From an optimization exercise on the open Yosys and OpenROAD flow, aimed at small area and few clock cycles per item; shortcuts taken in it are not production practice. RTL that was checked went through simulation tests only; none was proved equivalent to the original.

== v8 ==
## dsp_mac_pipe
module dsp_mac_pipe (
  input  logic               CLK,
  input  logic               RSTN,
  input  logic               IN_VALID,
  output logic               IN_READY,
  input  logic signed [17:0] A,
  input  logic signed [17:0] B,
  input  logic signed [17:0] D,
  input  logic signed [47:0] C,
  input  logic [3:0]         OPMODE,
  output logic               OUT_VALID,
  input  logic               OUT_READY,
  output logic signed [47:0] P,
  output logic               CARRYOUT,
  output logic               OVERFLOW
);
Size: about 140 flip-flops, roughly 160 I/O pins.
export LEC_CHECK = 0
export CAP_MARGIN = 20
export CORE_MARGIN = 2
export CORE_UTILIZATION = 40
export SLEW_MARGIN = 20
create_clock -name core_clock -period 7.0 [get_ports {CLK}]
standard.sh (not shown) runs the stock make flow with config.mk's settings and CLKGATE_MAP_FILE= SYNTH_SCRIPT=/design/flow/synth_recipe.tcl, a recipe that flattens the netlist after the stock synthesis.
==> flow/flow/run.sh <==
#!/bin/bash
# The standard ORFS layout (the standard.sh), with these changes:
# - the port buffers that global placement inserts on every input and output
#   are sky130_fd_sc_hd__buf_1 instead of the tool's default pick; timing
#   repair still resizes any of them that need more drive;
# - Yosys's synth runs without its early "abc -fast" pass, so the full adders
#   that ORFS extracts keep the polarity the RTL writes them in (the final ABC
#   mapping and everything else are unchanged);
# - clock tree synthesis uses smaller clock buffers, larger sink clusters and
#   no dummy loads.
set -euo pipefail
bash standard.sh "BUFFER_PORTS_ARGS=-buffer_cell sky130_fd_sc_hd__buf_1" "SYNTH_ARGS=-noabc" \
  "CTS_ARGS=-sink_clustering_enable -repair_clock_nets -buf_list {sky130_fd_sc_hd__clkbuf_4 sky130_fd_sc_hd__clkbuf_8} -sink_clustering_size 30 -sink_clustering_max_diameter 100 -dont_use_dummy_load" \
  finish > standard.log 2>&1
Looking at the reports, v8 completed the entire flow and the layout it produced met the timing, DRC and antenna checks.
The following lists how v15 was set up differently from v8:
--- a/flow/design.v
+++ b/flow/design.v
@@ -155,14 +155,14 @@
   logic [18:0] a_ext;
   logic [8:0]  one, two, neg;
   assign pre   = pre1_q;
   assign a_ext = {a1_q, 1'b0};
   always_comb begin
     for (int i = 0; i < 9; i++) begin
-      one[i] = a_ext[2*i+1] ^ a_ext[2*i];
-      two[i] = ((a_ext[2*i+2] & ~a_ext[2*i+1] & ~a_ext[2*i]) |
+      one[i] = v1_q & (a_ext[2*i+1] ^ a_ext[2*i]);
+      two[i] = v1_q & ((a_ext[2*i+2] & ~a_ext[2*i+1] & ~a_ext[2*i]) |
                        (~a_ext[2*i+2] & a_ext[2*i+1] & a_ext[2*i]));
       neg[i] = v1_q & (a_ext[2*i+2] ^ op1_q[1]);
     end
   end
   logic [19:0] pre2, pre1;
   assign pre1 = {pre[18], pre};
==> comparison <==
Max freq v8 -> v15: improved. v15 vs v8: global routing usage summed across all routing layers up in v15. Final standard cell utilization of the core: v8 vs v15, no meaningful difference. Going from v8 to v15, register-to-register slack grows by 0.18 ns. The run with more routed wire is v15, not v8. [v15] final design instance area without fill rose about 2.4% relative to v8.
Testbench counts of v15, summed over its fixed seeds: cycles 32,062, items 32,046.
The RTL of v8 was laid out without a check of its function.

== north ==
dsp_mac_pipe, a different RTL version from the one above (not shown whole).
Size: about 1400 cells after synthesis, about 160 I/O pins, ~15000 µm² of cells after synthesis.
## dsp_mac_pipe
module dsp_mac_pipe (
  input  logic               CLK,
  input  logic               RSTN,
  input  logic               IN_VALID,
  output logic               IN_READY,
  input  logic signed [17:0] A,
  input  logic signed [17:0] B,
  input  logic signed [17:0] D,
  input  logic signed [47:0] C,
  input  logic [3:0]         OPMODE,
  output logic               OUT_VALID,
  input  logic               OUT_READY,
  output logic signed [47:0] P,
  output logic               CARRYOUT,
  output logic               OVERFLOW
);
Settings: LEC_CHECK=0, CAP_MARGIN=20, CORE_MARGIN=2, CORE_UTILIZATION=40, SLEW_MARGIN=20; clock period 7.0 ns.
Scripts as last shown in full above: flow/flow/run.sh
Edits applied to the flow inputs when going from north to south:
diff --git a/flow/design.v b/flow/design.v
--- a/flow/design.v
+++ b/flow/design.v
@@ -155,29 +155,27 @@
   logic [18:0] a_ext;
   logic [8:0]  one, two, neg;
   assign pre   = pre1_q;
   assign a_ext = {a1_q, 1'b0};
   always_comb begin
     for (int i = 0; i < 9; i++) begin
       one[i] = a_ext[2*i+1] ^ a_ext[2*i];
       two[i] = ((a_ext[2*i+2] & ~a_ext[2*i+1] & ~a_ext[2*i]) |
                        (~a_ext[2*i+2] & a_ext[2*i+1] & a_ext[2*i]));
       neg[i] = v1_q & (a_ext[2*i+2] ^ op1_q[1]);
     end
   end
-  logic [18:0] pre_v;
   logic [19:0] pre2, pre1;
-  assign pre_v = pre & {19{v1_q}};
-  assign pre1 = {pre_v[18], pre_v};
-  assign pre2 = {pre_v, 1'b0};
+  assign pre1 = {pre[18], pre};
+  assign pre2 = {pre, 1'b0};
   logic [19:0] y0, y1, y2, y3, y4, y5, y6, y7, y8;
   assign y0 = (({20{one[0]}} & pre1) | ({20{two[0]}} & pre2)) ^ {20{neg[0]}};
   assign y1 = (({20{one[1]}} & pre1) | ({20{two[1]}} & pre2)) ^ {20{neg[1]}};
   assign y2 = (({20{one[2]}} & pre1) | ({20{two[2]}} & pre2)) ^ {20{neg[2]}};
   assign y3 = (({20{one[3]}} & pre1) | ({20{two[3]}} & pre2)) ^ {20{neg[3]}};
   assign y4 = (({20{one[4]}} & pre1) | ({20{two[4]}} & pre2)) ^ {20{neg[4]}};
   assign y5 = (({20{one[5]}} & pre1) | ({20{two[5]}} & pre2)) ^ {20{neg[5]}};
   assign y6 = (({20{one[6]}} & pre1) | ({20{two[6]}} & pre2)) ^ {20{neg[6]}};
   assign y7 = (({20{one[7]}} & pre1) | ({20{two[7]}} & pre2)) ^ {20{neg[7]}};
   assign y8 = (({20{one[8]}} & pre1) | ({20{two[8]}} & pre2)) ^ {20{neg[8]}};
   logic        use_acc;
   logic [47:0] base;
--- outcome ---
A termination of the worst setup path of r_q[44] is what south shows, while r_q[32] belongs to north. Diff north -> south: worst setup slack shows an increase of 96 ps; mean cell area of the mapped netlist now smaller. south ends up with a synthesized area that is 1.0% lower than in north. Compared with north, south shows a lower routed wire length. The estimated wirelength of the detail-placed design of south falls short of that of north by about 9%. Changes observed in south relative to north: sequential cell area in the final layout level, clock skew moved down, critical path depth moved up, filler cell count moved down, maximum operating frequency moved up.
No functional check of the RTL was part of any run of this note.

==> static timing again, ports no longer ideal <==
No port has a modelled driver above. Below, the same layouts with a new extraction and two added sets of constraints.
Step 1 assumes that a clkbuf_16 drives the clock port and a buf_2 every other input.
Step 2 also shifts input and output timing later by t, the mid clock arrival at the registers, as if the neighbouring blocks saw the same clock.
a / b / c = ideal ports / drivers / drivers and shift; a / b = the first two.
run | t (ns) | setup slack, ns | worst slew at a driven data input, ns
v8 | 0.537 | 0.349 / 0.349 / 0.349 | 0.06
v15 | 0.566 | 0.534 / 0.534 / 0.534 | 0.05
north | 0.552 | 0.292 / 0.292 / 0.292 | 0.06
south | 0.529 | 0.388 / 0.388 / 0.388 | 0.06
After both steps setup and hold are still met in every run listed.
